This is an optimization exercise on Yosys and OpenROAD, whose aim is small area, a short achievable clock period and few clock cycles per item, not a production implementation. Where RTL was checked, it was by simulation tests only, not by an equivalence proof against the original. Function not checked in run 2: the RTL went through the layout flow alone.

==> flow/design.v (outline; a module is shown in full before it is edited, if it fits) <==
// module idct_1d_serial: 2584 lines
module idct_1d_serial #(
    parameter int OFFSET = 0
) (
    input  logic        clk,
    input  logic        rst,
    input  logic [95:0] coef_in,
    input  logic        in_valid,
    output logic        in_ready,
    output logic [63:0] pix_out,
    output logic        out_valid,
    input  logic        out_ready
);
  // ...
==> flow/flow/run.sh <==
#!/bin/bash
# Standard ORFS layout with one extra step between synthesis and floorplan:
# fixinv.py cancels the inverters that Yosys's adder extraction leaves between full-adder
# cells (a full adder is self-dual, so flipping its polarity is a pure rewiring).
# Every tool's output goes to a log file of its own in the work folder.
set -euo pipefail
WORK=$(pwd)
RES=$WORK/orfs/results/${FLOW_PLATFORM}/idct_1d_serial/base
EXTRA=()
if [[ -f flow/margin.txt ]]; then
  EXTRA+=("SETUP_SLACK_MARGIN=$(cat flow/margin.txt)")
fi
bash standard.sh ${EXTRA[@]+"${EXTRA[@]}"} "$RES/1_2_yosys.v" > "$WORK/synth.log" 2>&1
cp "$RES/1_2_yosys.v" "$WORK/1_2_yosys.orig.v"
python3 flow/fixinv.py "$WORK/1_2_yosys.orig.v" "$RES/1_2_yosys.v" > "$WORK/fixinv.log" 2>&1
bash standard.sh ${EXTRA[@]+"${EXTRA[@]}"} finish > "$WORK/layout.log" 2>&1
==> flow/flow/fixinv.py <==
#!/usr/bin/env python3
"""Cancel inverters around full-adder cells in a Yosys gate netlist.

A full adder is self-dual: FA(~a,~b,~c) = (~sum, ~cout).  Yosys's extract_fa picks
polarities cell by cell, which leaves inverters between adders.  This pass flips adders
(connects the complements of their inputs and complements their outputs) whenever that
lowers the number of inverters, then writes the netlist back.  The logic is unchanged.
usage: fixinv.py in.v out.v
"""
import re
import sys

OUTPINS = {'X', 'Y', 'Q', 'Q_N', 'SUM', 'COUT', 'HI', 'LO'}
INV = 'sky130_fd_sc_hd__inv_1'


def is_inv(t):
    return re.fullmatch(r'sky130_fd_sc_hd__(clk)?inv_\d+', t) is not None


def is_fa(t):
    return re.fullmatch(r'sky130_fd_sc_hd__fa_\d+', t) is not None


def main(src, dst):
    text = open(src).read()
    m = re.search(r'^(module .*?;\n)(.*?)^endmodule', text, re.S | re.M)
    head_mod, body = m.group(1), m.group(2)
    pre, post = text[:m.start()], text[m.end():]
    cell_re = re.compile(r'^  (sky130_fd_sc_hd__\w+) (\S+) \((.*?)\);\n', re.S | re.M)
    decls = []
    cells = {}
    order = []
    pos = 0
    for cm in cell_re.finditer(body):
        decls.append(body[pos:cm.start()])
        pos = cm.end()
        typ, name, pins = cm.group(1), cm.group(2), cm.group(3)
        pm = {}
        for p, n in re.findall(r'\.(\w+)\(((?:[^()])*)\)', pins):
            pm[p] = n.strip()
        cells[name] = [typ, pm]
        order.append(name)
    rest = body[pos:]
    if rest.strip():
        # assigns or other statements: keep them, but treat their nets as fixed
        pass
    declstr = ''.join(decls)
    outports = set()
    for om in re.finditer(r'^\s*output\s+(\[(\d+):(\d+)\]\s+)?(\S+?)\s*;', head_mod + declstr, re.M):
        if om.group(1):
            hi, lo = int(om.group(2)), int(om.group(3))
            for i in range(min(hi, lo), max(hi, lo) + 1):
                outports.add(f"{om.group(4)}[{i}]")
        else:
            outports.add(om.group(4))
    fixed = set(re.findall(r'[\\\w$\[\]\.]+', rest)) if rest.strip() else set()

    drv = {}
    loads = {}

    def add_load(n, c, p):
        loads.setdefault(n, set()).add((c, p))

    for c in order:
        typ, pm = cells[c]
        for p, n in pm.items():
            if p in OUTPINS:
                drv[n] = (c, p)
            else:
                add_load(n, c, p)
    for n in outports:
        add_load(n, '$PORT', n)

    cnt = [0]

    def newnet():
        cnt[0] += 1
        return f"_fixinv_{cnt[0]}_"

    def newinv(a):
        cnt[0] += 1
        c = f"_fixinvc_{cnt[0]}_"
        y = newnet()
        cells[c] = [INV, {'A': a, 'Y': y}]
        order.append(c)
        drv[y] = (c, 'Y')
        add_load(a, c, 'A')
        return c, y

    def inv_driver(n):
        d = drv.get(n)
        if d and d[0] in cells and is_inv(cells[d[0]][0]):
            return d[0]
        return None

    def inv_load(n):
        for c, p in loads.get(n, ()):
            if c != '$PORT' and c in cells and is_inv(cells[c][0]):
                return c
        return None

    def connect(c, p, n):
        old = cells[c][1][p]
        loads[old].discard((c, p))
        cells[c][1][p] = n
        add_load(n, c, p)

    def remove_cell(c):
        typ, pm = cells.pop(c)
        for p, n in pm.items():
            if p in OUTPINS:
                drv.pop(n, None)
            else:
                loads[n].discard((c, p))

    def gain(f):
        """inverters saved by flipping f (estimate)"""
        typ, pm = cells[f]
        g = 0
        for p in ('A', 'B', 'CIN'):
            n = pm[p]
            I = inv_driver(n)
            if I is not None:
                if len(loads[n]) == 1 and cells[I][1]['Y'] not in outports:
                    g += 1
            elif inv_load(n) is None:
                g -= 1
        for p in ('SUM', 'COUT'):
            o = pm[p]
            ls = loads.get(o, set())
            invs = [c for c, q in ls if c != '$PORT' and is_inv(cells[c][0])
                    and cells[c][1]['Y'] not in outports and cells[c][1]['Y'] not in fixed]
            others = len(ls) - len(invs)
            g += len(invs)
            if others:
                g -= 1
        return g

    def flip(f):
        typ, pm = cells[f]
        for p in ('A', 'B', 'CIN'):
            n = pm[p]
            I = inv_driver(n)
            if I is not None:
                connect(f, p, cells[I][1]['A'])
                if not loads[n] and n not in outports:
                    remove_cell(I)
            else:
                J = inv_load(n)
                y = cells[J][1]['Y'] if J else newinv(n)[1]
                connect(f, p, y)
        for p in ('SUM', 'COUT'):
            o = pm[p]
            o2 = newnet()
            drv.pop(o, None)
            cells[f][1][p] = o2
            drv[o2] = (f, p)
            ls = list(loads.get(o, set()))
            for c, q in ls:
                if c != '$PORT' and is_inv(cells[c][0]):
                    y = cells[c][1]['Y']
                    if y in outports or y in fixed:
                        continue
                    for c2, q2 in list(loads.get(y, set())):
                        connect(c2, q2, o2)
                    remove_cell(c)
            if loads.get(o):
                # remaining loads need the old polarity: o = ~o2
                cnt[0] += 1
                c = f"_fixinvc_{cnt[0]}_"
                cells[c] = [INV, {'A': o2, 'Y': o}]
                order.append(c)
                drv[o] = (c, 'Y')
                add_load(o2, c, 'A')

    def ninv():
        return sum(1 for c in cells if is_inv(cells[c][0]))

    before = ninv()
    fas = [c for c in order if is_fa(cells[c][0])]
    for it in range(20):
        changed = 0
        for f in fas:
            if gain(f) > 0:
                k0 = ninv()
                flip(f)
                changed += 1
        if not changed:
            break
    # merge inverters that share an input
    byin = {}
    for c in list(order):
        if c in cells and is_inv(cells[c][0]):
            a, y = cells[c][1]['A'], cells[c][1]['Y']
            if y in outports or y in fixed:
                continue
            if a in byin:
                keep = byin[a]
                ky = cells[keep][1]['Y']
                for c2, q2 in list(loads.get(y, set())):
                    connect(c2, q2, ky)
                remove_cell(c)
            else:
                byin[a] = c
    # drop inverters with no loads
    for c in list(order):
        if c in cells and is_inv(cells[c][0]):
            y = cells[c][1]['Y']
            if not loads.get(y) and y not in outports and y not in fixed:
                remove_cell(c)
    after = ninv()
    print(f"fixinv: inverters {before} -> {after}", file=sys.stderr)

    newnets = set()
    for c in order:
        if c in cells:
            for n in cells[c][1].values():
                if n.startswith('_fixinv_'):
                    newnets.add(n)
    out = [pre, head_mod, declstr]
    for n in sorted(newnets):
        out.append(f"  wire {n};\n")
    for c in order:
        if c not in cells:
            continue
        typ, pm = cells[c]
        pins = ',\n'.join(f"    .{p}({n}{' ' if n.startswith(chr(92)) else ''})" for p, n in pm.items())
        out.append(f"  {typ} {c} (\n{pins}\n  );\n")
    out.append(rest)
    out.append('endmodule')
    out.append(post)
    open(dst, 'w').write(''.join(out))


if __name__ == '__main__':
    main(sys.argv[1], sys.argv[2])
==> flow/flow/margin.txt <==
6.2
==> flow/standard.sh <==
#!/bin/bash
# synth_recipe.tcl (not shown) runs the flow's synth.tcl, then flattens the netlist and writes it again
# the make line also repeats each setting of config.mk as NAME=value (left out here)
make -C /OpenROAD-flow-scripts/flow DESIGN_CONFIG=/design/flow/config.mk WORK_HOME=/design/flow/orfs CLKGATE_MAP_FILE= SYNTH_SCRIPT=/design/flow/synth_recipe.tcl "${@:-finish}"
==> flow/config.mk <==
export PLATFORM = sky130hd
export DESIGN_NAME = idct_1d_serial
export DESIGN_NICKNAME = idct_1d_serial
export VERILOG_FILES = /design/flow/design.v
export SDC_FILE = /design/flow/constraint.sdc
export NUM_CORES = 4
export LEC_CHECK = 0
export ABC_CLOCK_PERIOD_IN_PS = 3000
export CAP_MARGIN = 20
export CORE_MARGIN = 2
export CORE_UTILIZATION = 40
export SLEW_MARGIN = 20
==> flow/constraint.sdc <==
create_clock -name core_clock -period 11.0 [get_ports {clk}]
set_input_delay 2.2000 -clock core_clock [delete_from_list [all_inputs] [get_ports {clk}]]
set_output_delay 2.2000 -clock core_clock [all_outputs]
set_load 0.01 [all_outputs]
==> impl_metrics.tcl, run 1 <==
set metrics [dict create \
    remaining_drc_errors 0 \
    crit_family "buffers and inverters" \
    maxSlewViolCount 0 \
    drt-met1-wl_um 46710 \
    fin_util 0.4701 \
    gp_congestion 0.9287 \
    finalHoldViolCount 0 \
    top_layer_used "met5" \
    status "complete, no violations" \
    critPathLaunch "out_ready" \
    max_freq_mhz 203.6 \
    fin_cells 5115 \
    num_tap_cells 1276 \
    core_mm2 0.09671 \
    synth.cell_area_mm2 0.03902 \
    endpoint_kind "primary output" \
    worstReg2RegStart "x6_q[0]$_DFFE_PP_" \
    wl_met3_um 6804 \
    busiest_layer "met2" \
    hold_depth 1 \
    wl_um 105100 \
    nNetsFinal 4919 \
    crit_chain "buf_12 -> nand2b_4 -> buf_6" \
    grt-ovfl-total 0 \
    slowest_stage "nand2b_4" \
    dr.pass1.iters 5 \
    fin_skew_ps 49.45 \
    ff2ff_setup_slack_ps 6190 \
    sh_seq_area 0.2295 \
    layout-drive-gt1-share 0.09977 \
    period_share 0.4464 \
]
Testbench counts, summed over its fixed seeds: cycles 1,624, items 1,600.
==> run 2, diff against run 1 <==
--- a/flow/design.v
+++ b/flow/design.v
@@ -12,29 +12,48 @@
 );
     function automatic logic [7:0] offset_pixel(input logic signed [13:0] y);
         logic signed [15:0] t;
         t = 16'(y) + 16'(OFFSET);
         if (t < 0) offset_pixel = 8'd0;
         else if (t > 255) offset_pixel = 8'd255;
         else offset_pixel = t[7:0];
     endfunction
+    logic en_q;
     logic [1:0] v_q;
-    logic ov_q;
+    logic ov_q, sv_q, push, pop, ov_d, sv_d, en_d;
     logic en;
-    assign en        = !ov_q || out_ready;
-    assign in_ready  = en;
+    assign en        = en_q;
+    assign in_ready  = en_q;
     assign out_valid = ov_q;
+    assign push      = en_q & v_q[1];
+    assign pop       = ov_q & out_ready;
+    always_comb begin
+        ov_d = ov_q;
+        sv_d = sv_q;
+        if (sv_q) begin
+            if (pop) sv_d = push;
+        end else if (ov_q && !pop) begin
+            sv_d = push;
+        end else begin
+            ov_d = push;
+        end
+        en_d = !(ov_d && sv_d);
+    end
     always_ff @(posedge clk or posedge rst) begin
         if (rst) begin
+            en_q <= 1'b0;
             v_q  <= '0;
             ov_q <= 1'b0;
-        end else if (en) begin
-            v_q  <= {v_q, in_valid};
-            ov_q <= v_q[1];
+            sv_q <= 1'b0;
+        end else begin
+            en_q <= en_d;
+            if (en_q) v_q <= {v_q, in_valid};
+            ov_q <= ov_d;
+            sv_q <= sv_d;
         end
     end
     logic [12:0] s04_1;
     logic hs2;
     logic hc3;
     logic hs4;
     logic hc5;
     logic hs6;
@@ -2573,12 +2592,23 @@
     assign pix1_1248 = (OFFSET == 0) ? (ah1241[14] ? 8'd0 : ((ah1241[9] | ah1241[10] | ah1241[11] | ah1241[12] | ah1241[13]) ? 8'd255 : {ah1241[8], ah1241[7], ah1241[6], ah1241[5], ah1241[4], ah1241[3], ah1241[2], ah1241[1]})) : offset_pixel({ah1241[14], ah1241[13], ah1241[12], ah1241[11], ah1241[10], ah1241[9], ah1241[8], ah1241[7], ah1241[6], ah1241[5], ah1241[4], ah1241[3], ah1241[2], ah1241[1]});
     assign pix2_1249 = (OFFSET == 0) ? (ah1243[14] ? 8'd0 : ((ah1243[9] | ah1243[10] | ah1243[11] | ah1243[12] | ah1243[13]) ? 8'd255 : {ah1243[8], ah1243[7], ah1243[6], ah1243[5], ah1243[4], ah1243[3], ah1243[2], ah1243[1]})) : offset_pixel({ah1243[14], ah1243[13], ah1243[12], ah1243[11], ah1243[10], ah1243[9], ah1243[8], ah1243[7], ah1243[6], ah1243[5], ah1243[4], ah1243[3], ah1243[2], ah1243[1]});
     assign pix3_1250 = (OFFSET == 0) ? (ah1245[14] ? 8'd0 : ((ah1245[9] | ah1245[10] | ah1245[11] | ah1245[12] | ah1245[13]) ? 8'd255 : {ah1245[8], ah1245[7], ah1245[6], ah1245[5], ah1245[4], ah1245[3], ah1245[2], ah1245[1]})) : offset_pixel({ah1245[14], ah1245[13], ah1245[12], ah1245[11], ah1245[10], ah1245[9], ah1245[8], ah1245[7], ah1245[6], ah1245[5], ah1245[4], ah1245[3], ah1245[2], ah1245[1]});
     assign pix4_1251 = (OFFSET == 0) ? (ah1246[14] ? 8'd0 : ((ah1246[9] | ah1246[10] | ah1246[11] | ah1246[12] | ah1246[13]) ? 8'd255 : {ah1246[8], ah1246[7], ah1246[6], ah1246[5], ah1246[4], ah1246[3], ah1246[2], ah1246[1]})) : offset_pixel({ah1246[14], ah1246[13], ah1246[12], ah1246[11], ah1246[10], ah1246[9], ah1246[8], ah1246[7], ah1246[6], ah1246[5], ah1246[4], ah1246[3], ah1246[2], ah1246[1]});
     assign pix5_1252 = (OFFSET == 0) ? (ah1244[14] ? 8'd0 : ((ah1244[9] | ah1244[10] | ah1244[11] | ah1244[12] | ah1244[13]) ? 8'd255 : {ah1244[8], ah1244[7], ah1244[6], ah1244[5], ah1244[4], ah1244[3], ah1244[2], ah1244[1]})) : offset_pixel({ah1244[14], ah1244[13], ah1244[12], ah1244[11], ah1244[10], ah1244[9], ah1244[8], ah1244[7], ah1244[6], ah1244[5], ah1244[4], ah1244[3], ah1244[2], ah1244[1]});
     assign pix6_1253 = (OFFSET == 0) ? (ah1242[14] ? 8'd0 : ((ah1242[9] | ah1242[10] | ah1242[11] | ah1242[12] | ah1242[13]) ? 8'd255 : {ah1242[8], ah1242[7], ah1242[6], ah1242[5], ah1242[4], ah1242[3], ah1242[2], ah1242[1]})) : offset_pixel({ah1242[14], ah1242[13], ah1242[12], ah1242[11], ah1242[10], ah1242[9], ah1242[8], ah1242[7], ah1242[6], ah1242[5], ah1242[4], ah1242[3], ah1242[2], ah1242[1]});
     assign pix7_1254 = (OFFSET == 0) ? (ah1240[14] ? 8'd0 : ((ah1240[9] | ah1240[10] | ah1240[11] | ah1240[12] | ah1240[13]) ? 8'd255 : {ah1240[8], ah1240[7], ah1240[6], ah1240[5], ah1240[4], ah1240[3], ah1240[2], ah1240[1]})) : offset_pixel({ah1240[14], ah1240[13], ah1240[12], ah1240[11], ah1240[10], ah1240[9], ah1240[8], ah1240[7], ah1240[6], ah1240[5], ah1240[4], ah1240[3], ah1240[2], ah1240[1]});
     assign pix = {pix0_1247, pix1_1248, pix2_1249, pix3_1250, pix4_1251, pix5_1252, pix6_1253, pix7_1254};
-    logic [63:0] pix_q;
-    always_ff @(posedge clk) if (en) pix_q <= pix;
+    logic [63:0] pix_q, skid_q;
+    always_ff @(posedge clk) begin
+        if (sv_q) begin
+            if (pop) begin
+                pix_q  <= skid_q;
+                skid_q <= pix;
+            end
+        end else if (ov_q && !pop) begin
+            skid_q <= pix;
+        end else begin
+            pix_q <= pix;
+        end
+    end
     assign pix_out = pix_q;
 endmodule
==> flow/flow/margin.txt (replaced) <==
6.7
==> run 2 against run 1 <==
  * Die area increased by 9.0%
  * Non-clock buffer count increased by 162
  * Flip-flop and latch count increased by 66
  * Clock skew decreased by 19 ps
  * Critical path depth increased by 12
  * Synthesized cell count increased by 9.8%
  * Register-to-register slack improved by 150 ps
  * Largest cell class unchanged
  * Utilization increased by 2.7 points
  * Clock-buffer cell count increased by 12
  * Sequential share of layout area increased by 0.72 points
  * Still clean
  * Fmax increased by 5.4%
==> impl_metrics.tcl, run 2 <==
set metrics [dict create \
    synth.cell_area_mm2 0.04260 \
    vias 30555 \
    crit_arrival_ps 5130 \
    crit_cells 15 \
    rows 119 \
    core_mm2 0.1054 \
    relSlewSlack 0.2999 \
    final_antenna_net_count 0 \
    setup_viol 0 \
    fin_skew_ps 30.23 \
    slowest_stage "fa_2" \
    drtIter0Drc 2246 \
    fin_crit_ps 4660 \
    grt_usage 0.2244 \
    cts_tree "done" \
    fill_cells 9295 \
    tns_ps 0 \
    cts-root-buf "clkbuf_16" \
    clkTransAtPathRegs_ps 60 \
    layout-drive-gt1-share 0.1930 \
    crit_family "adder cells" \
    cts.htree.levels 2 \
    top_regs "pix_q: 64 flops, skid_q: 64 flops" \
    yosysWarnings 1 \
    die_area_mm2 0.1091 \
    routed_via_density 5.354 \
    start_kind "flip-flop" \
    hold_depth 1 \
    grt_pass1_wl_um 185700 \
    avgSynthCellArea_um2 11.18 \
    gp_congestion 0.9346 \
    crit_chain "buf_6 -> fa_1 -> fa_2 -> fa_2 -> fa_2 -> ha_4 -> nand3_2 -> a21oi_2 -> a21oi_2 -> buf_6 -> a211oi_4 -> a2111oi_4 -> o21bai_1 -> a21oi_1 -> xnor2_1" \
    clk_latency_ps 670 \
    grt-ovfl-total 0 \
    layout_common_cells "fa_1, inv_1, edfxtp_1, ha_1, buf_4" \
    drt-wirelength-per-cell_um 21.50 \
    min_from "v_q[1]$_DFFE_PP0P_" \
    area_growth_syn_to_layout_pct 23.09 \
    dr.pass1.iters 25 \
    cts_buffers 48 \
    whs_ps 518.3 \
    syn_inst 3809 \
    holdPathEnd "v_q[1]$_DFFE_PP0P_" \
    r2r_cells 15 \
    worstPathMaxFanout 5 \
    status "complete, no violations" \
    dieWidth_um 330.3 \
    nNetsFinal 5391 \
    clock-sinks 414 \
    multi_input_area_mm2 0.03056 \
    endpoint_kind "flip-flop" \
    port_buffers 165 \
    worst_path_most_repeated_cell "fa_2" \
    pin_count 166 \
    finalHoldViolCount 0 \
    maxSlewViolCount 0 \
    hp-class "flip-flop to flip-flop" \
    cts.path.max_buffers 3 \
    r2r-end "eo2_q[24]$_DFFE_PP_" \
    rsz0062_at_grt "true" \
    die_h_um 330.3 \
    remaining_drc_errors 0 \
    antenna_cells 0 \
    drv_cap 0 \
    final_common_cell "fa_1" \
    max_stage_delay_ps 560 \
    hpwl_um 96760 \
    cp.required_ps 11470 \
    initial_core_util 0.4041 \
    grt_pass1_vias 31159 \
    cp.buffers_inverters 2 \
    ff2ff_setup_slack_ps 6340 \
    wl_um 122700 \
    tightest_slew_ps 1043 \
    max_freq_mhz 214.6 \
    antenna_found_initial 2 \
    crit_type "flip-flop to flip-flop" \
    worstReg2RegStart "x3_q[6]$_DFFE_PP_" \
    grt_max_degree 84 \
    period_share 0.4236 \
    syn-num-nets 4922 \
    seqCellArea_mm2 0.01241 \
]
-- run 2: what timing repair did --
action,4_1_cts,5_1_grt
hold buffers,0,0
resized for setup,297,236
setup buffers,233,71
setup endpoints to repair,107,103
pin swaps,192,177
-- run 2: metrics by stage --
| stage | cell area (µm²) | worst slack [ps] | std cells | utilization |
|---|---|---|---|---|
| after floorplan | 42860 | 6569 | 3809 | - |
| after global placement | 46080 | 5655 | 5315 | 0.4372 |
| after detailed placement | 46080 | 5691 | 5315 | 0.4372 |
| after CTS | 50860 | 6386 | 5636 | 0.4825 |
| after global routing | 52430 | 6245 | 5707 | 0.4974 |
| final | 52430 | 6340 | 5707 | 0.4974 |
-- run 2: worst max path at each step --
stage                            startpoint              endpoint  slack [ps]
after floorplan              en_q$_DFF_PP0_              in_ready        6570
after global placement          coef_in[49]  x3m3_q[11]$_DFFE_PP_        5650
after global routing       s_q[3]$_DFFE_PP_   eo3_q[10]$_DFFE_PP_        6240
final                     x3_q[6]$_DFFE_PP_   eo2_q[24]$_DFFE_PP_        6340
after CTS                 x3_q[1]$_DFFE_PP_   eo3_q[24]$_DFFE_PP_        6390
after detailed placement        coef_in[49]  x3m3_q[11]$_DFFE_PP_        5690
-- run 2: final cells by class --
| type | count | share of cell area |
|---|---|---|
| timing repair buffer | 482 | 0.08094 |
| clock inverter | 28 | 0.007755 |
| clock buffer | 60 | 0.02377 |
| sequential | 414 | 0.2367 |
| multi-input combinational | 2857 | 0.5829 |
| tap | 1391 | 0.03319 |
| inverter | 475 | 0.03474 |
-- run 2: worst reg2reg max path, cell delays in order, from the launching register on --
cell and delay [ps]:
edfxtp_1 520, buf_6 190, fa_1 550, fa_2 460, fa_2 560, fa_2 470
ha_4 330, nand3_2 80, a21oi_2 170, a21oi_2 50, buf_6 130, a211oi_4 310
a2111oi_4 120, o21bai_1 160, a21oi_1 100, xnor2_1 280
-- run 2: layer usage --
| layer | vias up | GRT usage | wire length, µm |
|---|---|---|---|
| li1 | 14263 | - | - |
| met1 | 15246 | 0.3066 | 53750 |
| met2 | 864 | 0.3686 | 58360 |
| met3 | 180 | 0.03893 | 7297 |
| met4 | 2 | 0.06138 | 3272 |
| met5 | - | 0 | 13 |

## afterwards: timing with drivers on the ports
In the flow no input, the clock included, has a driving cell. The finished layouts below were timed again as built, in two steps. Step 1: set_driving_cell puts a clkbuf_16 on clk and a buf_2 on each other input, an assumption about the parent block. Step 2, shift: input delay + t, output delay - t, t = (earliest + latest rising clock arrival at the registers) / 2. This alone moves slack from input paths to output paths. Slacks: no drivers / after step 1 / after step 2; pairs: no drivers / after step 1.
| run | shift t [ns] | slack for setup (ns) | worst hold slack (ns) | worst setup path after step 2 | worst register clock-pin slew, ns |
|---|---|---|---|---|---|
| run 1 | 0.647 | 6.089 / 6.044 / 5.711 | 0.468 / 0.468 / 0.468 | input to register | 0.07 / 0.07 |
| run 2 | 0.723 | 6.340 / 6.340 / 6.106 | 0.518 / 0.518 / 0.518 | input to register | 0.07 / 0.07 |
After both steps every run listed still meets setup and hold. The setup slack of run 1, which loses most, moves by -0.045 ns with the drivers and by -0.378 ns with both steps.
